Source: an optimization exercise on an open RTL-to-GDS flow (aim: small area, a short achievable clock period and few clock cycles per item). Production flows keep margins and buffers that such runs may drop.
Where RTL was checked, it was by simulation tests only, not by an equivalence proof against the original.

==> flow/design.v <==
module vec_normalize (
  input  logic               clk,
  input  logic               rst,
  input  logic               in_valid,
  output logic               in_ready,
  input  logic signed [27:0] real_1,
  input  logic signed [27:0] imag_1,
  input  logic signed [27:0] real_2,
  input  logic signed [27:0] imag_2,
  input  logic signed [55:0] norm_in,
  output logic               out_valid,
  input  logic               out_ready,
  output logic signed [27:0] q_real_1,
  output logic signed [27:0] q_imag_1,
  output logic signed [27:0] q_real_2,
  output logic signed [27:0] q_imag_2,
  output logic               div_zero,
  output logic               sat
);
  function automatic logic [56:0] bk_add(input logic [55:0] a, input logic [55:0] b, input logic ci);
    logic [56:0] g, p;
    logic [55:0] s;
    g = {a & b, ci};
    p = {a ^ b, 1'b0};
    for (int l = 0; l < 6; l++)
      for (int i = 0; i <= 56; i++)
        if (((i + 1) % (2 << l)) == 0 && i >= (1 << l)) begin
          g[i] = g[i] | (p[i] & g[i - (1 << l)]);
          p[i] = p[i] & p[i - (1 << l)];
        end
    for (int l = 5; l >= 0; l--)
      for (int i = 0; i <= 56; i++)
        if (((i + 1) % (2 << l)) == (1 << l) && i >= (2 << l))
          g[i] = g[i] | (p[i] & g[i - (1 << l)]);
    s = a ^ b ^ g[55:0];
    bk_add = {g[56], s};
  endfunction
  logic [1:0]  sidx;       
  logic [1:0]  ycnt;       
  logic        acc;        
  logic [26:0] s_a;        
  logic        s_sg;
  logic [45:0] ys, yc;     
  logic        y_sg;
  logic [27:0] xsel;
  logic [55:0] c1s, c1c, c2s, c2c, c3s, c3c, c4s, c4c, c5s, c5c;
  logic [55:0] op0, op1, op2, op3, op4, op5, op6;
  logic [56:0] msum;       
  logic        yok, load;
  logic        itag;       
  always_comb begin
    case (sidx)
      2'd0: xsel = real_1;
      2'd1: xsel = imag_1;
      2'd2: xsel = real_2;
      default: xsel = imag_2;
    endcase
  end
  always_comb begin
    op0 = {29'd0, s_a} << 19;
    op1 = ~({29'd0, s_a} << 17);
    op2 = ~({29'd0, s_a} << 11);
    op3 = ~({29'd0, s_a} << 9);
    op4 = ~({29'd0, s_a} << 5);
    op5 = {29'd0, s_a};
    op6 = 56'd4 + (s_sg ? 56'd390625 : 56'd0);
    c1s = op0 ^ op1 ^ op2;
    c1c = ((op0 & op1) | (op0 & op2) | (op1 & op2)) << 1;
    c2s = op3 ^ op4 ^ op5;
    c2c = ((op3 & op4) | (op3 & op5) | (op4 & op5)) << 1;
    c3s = c1s ^ c1c ^ c2s;
    c3c = ((c1s & c1c) | (c1s & c2s) | (c1c & c2s)) << 1;
    c4s = c2c ^ op6 ^ c3s;
    c4c = ((c2c & op6) | (c2c & c3s) | (op6 & c3s)) << 1;
    c5s = c3c ^ c4s ^ c4c;
    c5c = ((c3c & c4s) | (c3c & c4c) | (c4s & c4c)) << 1;
  end
  assign msum = bk_add({10'd0, ys}, {10'd0, yc}, 1'b0);
  assign in_ready = acc;
  assign yok = ~acc & ycnt[1];    
  always_ff @(posedge clk) begin
    s_a  <= xsel[26:0] ^ {27{xsel[27]}};
    s_sg <= xsel[27];
    ys   <= c5s[45:0];
    yc   <= c5c[45:0];
    y_sg <= s_sg;
    if (rst) begin
      sidx <= '0;
      ycnt <= '0;
      acc  <= 1'b0;
      itag <= 1'b0;
    end else begin
      if (acc) begin
        if (in_valid) begin
          acc  <= 1'b0;
          ycnt <= '0;
        end
      end else if (load) begin
        sidx <= sidx + 2'd1;
        ycnt <= '0;
        if (sidx == 2'd3) begin
          acc  <= 1'b1;
          itag <= ~itag;
        end
      end else if (!in_valid) begin
        ycnt <= '0;
      end else if (!ycnt[1]) begin
        ycnt <= ycnt + 2'd1;
      end
    end
  end
  logic [5:0]  nmsb_in;    
  logic        big_in, dz_in;
  always_comb begin
    nmsb_in = '0;
    for (int i = 0; i < 54; i++) if (norm_in[i]) nmsb_in = 6'(i);
  end
  assign dz_in  = norm_in[55] | (norm_in == '0);
  assign big_in = dz_in | norm_in[54];
  logic [1:0]        run, fin, ld, free, xfer, last, satd;
  logic [1:0][4:0]   j;          
  logic [1:0][52:0]  r;          
  logic [1:0][8:0]   l;          
  logic [1:0][15:0]  qp;         
  logic [1:0]        c_sg, c_sat;
  logic [1:0][1:0]   cidx;       
  logic [1:0][53:0]  t, d;
  logic [1:0]        ge, z3, z8, sk3, sk8;
  logic [1:0][15:0]  qp_n;
  logic [1:0][53:0]  nrm;        
  logic [1:0][5:0]   nmsb;       
  logic [1:0]        big, dz, ctag;
  logic [1:0][54:0]  sm;         
  logic [1:0]        wv, wsg, wsat, wdz, wbw, wtag;
  logic              otag;       
  logic [1:0][15:0]  wq;
  logic [1:0][1:0]   widx;
  logic [1:0][16:0]  wdat;
  logic              ov, vfree;
  for (genvar u = 0; u < 2; u++) begin : g_div
    logic [56:0] dsum;
    logic [15:0] mag;
    assign t[u] = {r[u], l[u][8]};
    assign dsum = {3'd0, t[u]} - {3'd0, nrm[u]};
    assign d[u] = dsum[53:0];
    assign ge[u] = ~dsum[55] & ~big[u];    
    always_comb begin
      sm[u][54] = big[u];
      for (int i = 0; i < 54; i++) sm[u][i] = big[u] | (6'(i) <= nmsb[u]);
    end
    always_comb begin
      z3[u] = 1'b1;
      z8[u] = 1'b1;
      for (int i = 0; i < 53; i++) begin
        if (i + 4 <= 54) begin
          if (r[u][i] & ~sm[u][i+4]) z3[u] = 1'b0;
        end else if (r[u][i]) z3[u] = 1'b0;
        if (i + 9 <= 54) begin
          if (r[u][i] & ~sm[u][i+9]) z8[u] = 1'b0;
        end else if (r[u][i]) z8[u] = 1'b0;
      end
    end
    assign sk8[u]  = (j[u] >= 5'd8) & z8[u];
    assign sk3[u]  = ~sk8[u] & (j[u] >= 5'd3) & z3[u];
    assign last[u] = run[u] & (j[u] == 5'd0);
    assign satd[u] = run[u] & ~sk8[u] & ~sk3[u] & (j[u] == 5'd16) & ge[u];
    assign wbw[u]  = wv[u] & ~ov & (wtag[u] == otag);
    assign xfer[u] = (last[u] | fin[u]) & (~wv[u] | wbw[u]);
    assign free[u] = (~run[u] & ~fin[u]) | xfer[u];
    always_comb begin
      qp_n[u] = qp[u];
      if (run[u]) begin
        if (sk8[u])      qp_n[u] = {qp[u][7:0], 8'd0};
        else if (sk3[u]) qp_n[u] = {qp[u][12:0], 3'd0};
        else             qp_n[u] = {qp[u][14:0], ge[u]};
      end
    end
    assign mag = wsat[u] ? 16'hffff : wq[u];
    assign wdat[u] = wsg[u] ? 17'(-{1'b0, mag}) : {1'b0, mag};
    always_ff @(posedge clk) begin
      if (ld[u]) begin
        r[u] <= {7'd0, msum[45:9]};
        l[u] <= msum[8:0];
        j[u] <= 5'd16;
      end else if (sk8[u]) begin
        r[u] <= {r[u][44:0], l[u][8:1]};
        l[u] <= {l[u][0], 8'd0};
        j[u] <= j[u] - 5'd8;
      end else if (sk3[u]) begin
        r[u] <= {r[u][49:0], l[u][8:6]};
        l[u] <= {l[u][5:0], 3'd0};
        j[u] <= j[u] - 5'd3;
      end else begin
        r[u] <= ge[u] ? d[u][52:0] : t[u][52:0];
        l[u] <= {l[u][7:0], 1'b0};
        j[u] <= j[u] - 5'd1;
      end
      qp[u] <= qp_n[u];
      if (satd[u]) c_sat[u] <= 1'b1;
      if (ld[u]) begin
        c_sg[u]  <= y_sg;
        c_sat[u] <= 1'b0;
        cidx[u]  <= sidx;
        ctag[u]  <= itag;
        nrm[u]   <= norm_in[53:0];
        nmsb[u]  <= nmsb_in;
        big[u]   <= big_in;
        dz[u]    <= dz_in;
      end
      if (xfer[u]) begin
        wq[u]   <= qp_n[u];
        wsg[u]  <= c_sg[u];
        wsat[u] <= c_sat[u];
        wdz[u]  <= dz[u];
        widx[u] <= cidx[u];
        wtag[u] <= ctag[u];
      end
      if (rst) begin
        run[u] <= 1'b0;
        fin[u] <= 1'b0;
        wv[u]  <= 1'b0;
      end else begin
        wv[u] <= xfer[u] | (wv[u] & ~wbw[u]);
        if (ld[u]) begin
          run[u] <= 1'b1;
          fin[u] <= 1'b0;
        end else begin
          if (run[u] & (last[u] | satd[u])) run[u] <= 1'b0;
          fin[u] <= satd[u] | ((fin[u] | last[u]) & ~xfer[u]);
        end
      end
    end
  end
  assign ld[0] = yok & free[0];
  assign ld[1] = yok & ~free[0] & free[1];
  assign load  = ld[0] | ld[1];
  logic [3:0][16:0] ob;
  logic [2:0]       wcnt;       
  logic [2:0]       wcnt_n;
  logic             osat, odz;
  assign wcnt_n = wcnt + {2'd0, wbw[0]} + {2'd0, wbw[1]};
  always_ff @(posedge clk) begin
    for (int k = 0; k < 4; k++) begin
      if (wbw[0] & (widx[0] == 2'(k)))      ob[k] <= wdat[0];
      else if (wbw[1] & (widx[1] == 2'(k))) ob[k] <= wdat[1];
    end
    if (wbw[0] | wbw[1]) begin
      odz  <= wbw[0] ? wdz[0] : wdz[1];
      osat <= ((wcnt != 3'd0) & osat) | (wbw[0] & wsat[0]) | (wbw[1] & wsat[1]);
    end
    if (rst) begin
      wcnt <= '0;
      ov   <= 1'b0;
      otag <= 1'b0;
    end else if (ov) begin
      if (out_ready) begin
        ov   <= 1'b0;
        wcnt <= '0;
        otag <= ~otag;
      end
    end else begin
      wcnt <= wcnt_n;
      ov   <= wcnt_n[2];
    end
  end
  assign out_valid = ov;
  assign q_real_1  = {{11{ob[0][16]}}, ob[0]};
  assign q_imag_1  = {{11{ob[1][16]}}, ob[1]};
  assign q_real_2  = {{11{ob[2][16]}}, ob[2]};
  assign q_imag_2  = {{11{ob[3][16]}}, ob[3]};
  assign div_zero  = odz;
  assign sat       = osat;
endmodule
==> flow/config.mk <==
export PLATFORM = sky130hd
export DESIGN_NAME = vec_normalize
export DESIGN_NICKNAME = vec_normalize
export VERILOG_FILES = /design/flow/design.v
export SDC_FILE = /design/flow/constraint.sdc
export NUM_CORES = 4
export LEC_CHECK = 0
export CAP_MARGIN = 20
export CORE_MARGIN = 2
export CORE_UTILIZATION = 40
export SLEW_MARGIN = 20
==> flow/constraint.sdc <==
create_clock -name core_clock -period 11.0 [get_ports {clk}]
set_input_delay 2.2000 -clock core_clock [delete_from_list [all_inputs] [get_ports {clk}]]
set_output_delay 2.2000 -clock core_clock [all_outputs]
set_load 0.01 [all_outputs]
standard.sh (not shown) runs the stock make flow with config.mk's settings and CLKGATE_MAP_FILE= SYNTH_SCRIPT=/design/flow/synth_recipe.tcl, a recipe that flattens the netlist after the stock synthesis.
==> flow/flow/run.sh <==
#!/bin/bash
# The standard flow, with its timing repair aimed at a period well below the
# clock's and plain buffers on the ports; make's output goes to standard.log,
# each ORFS step's to its own log under orfs/logs.
bash standard.sh SETUP_SLACK_MARGIN=7.5 TNS_END_PERCENT=100 CORE_UTILIZATION=40 \
  "BUFFER_PORTS_ARGS=-buffer_cell sky130_fd_sc_hd__buf_2" finish > standard.log 2>&1
==> next run, changes <==
--- a/flow/design.v
+++ b/flow/design.v
@@ -139,11 +139,11 @@
   logic              ov, vfree;
   for (genvar u = 0; u < 2; u++) begin : g_div
     logic [56:0] dsum;
     logic [15:0] mag;
     assign t[u] = {r[u], l[u][8]};
-    assign dsum = {3'd0, t[u]} - {3'd0, nrm[u]};
+    assign dsum = bk_add({2'd0, t[u]}, {2'b11, ~nrm[u]}, 1'b1);
     assign d[u] = dsum[53:0];
     assign ge[u] = ~dsum[55] & ~big[u];    
     always_comb begin
       sm[u][54] = big[u];
       for (int i = 0; i < 54; i++) sm[u][i] = big[u] | (6'(i) <= nmsb[u]);
Effect: The changed run completed with no timing, DRC or antenna violations; sequential share of layout area decreases by 0.22 points; synthesized area decreases slightly; register-to-register slack barely changes; non-clock buffer count increases by 26; clock skew decreases by 7.1 ps; worst hold slack is about the same.
Testbench counts after the change, summed over its fixed seeds: cycles 9,678, items 512.
No functional check of the RTL was part of the first run of this note.

==> separate check: timing with driven ports <==
The flow's constraints put no driver on any port. The routed layouts listed below were extracted and timed again, unchanged, in two steps.
Step 1: set_driving_cell puts a clkbuf_16 on clk and a buf_2 on each other input, an assumption about the parent block.
Step 2, shift: input delay + t, output delay - t, t = (earliest + latest rising clock arrival at the registers) / 2. This alone moves slack from input paths to output paths.
a / b / c = ideal ports / drivers / drivers and shift; a / b = the first two.
run	t (ns)	setup WS [ns]	hold slack, ns	clock arrival spread, ns	pins driven straight from the clock port
the first run	0.667	7.055 / 7.025 / 6.358	0.411 / 0.411 / 0.411	0.035 / 0.036	1
the second run	0.677	7.248 / 7.248 / 6.609	0.412 / 0.412 / 0.412	0.026 / 0.026	1
After both steps every run listed still meets setup and hold. For the first run, which loses most, drivers alone change the setup slack by -0.030 ns; drivers and shift together by -0.697 ns.
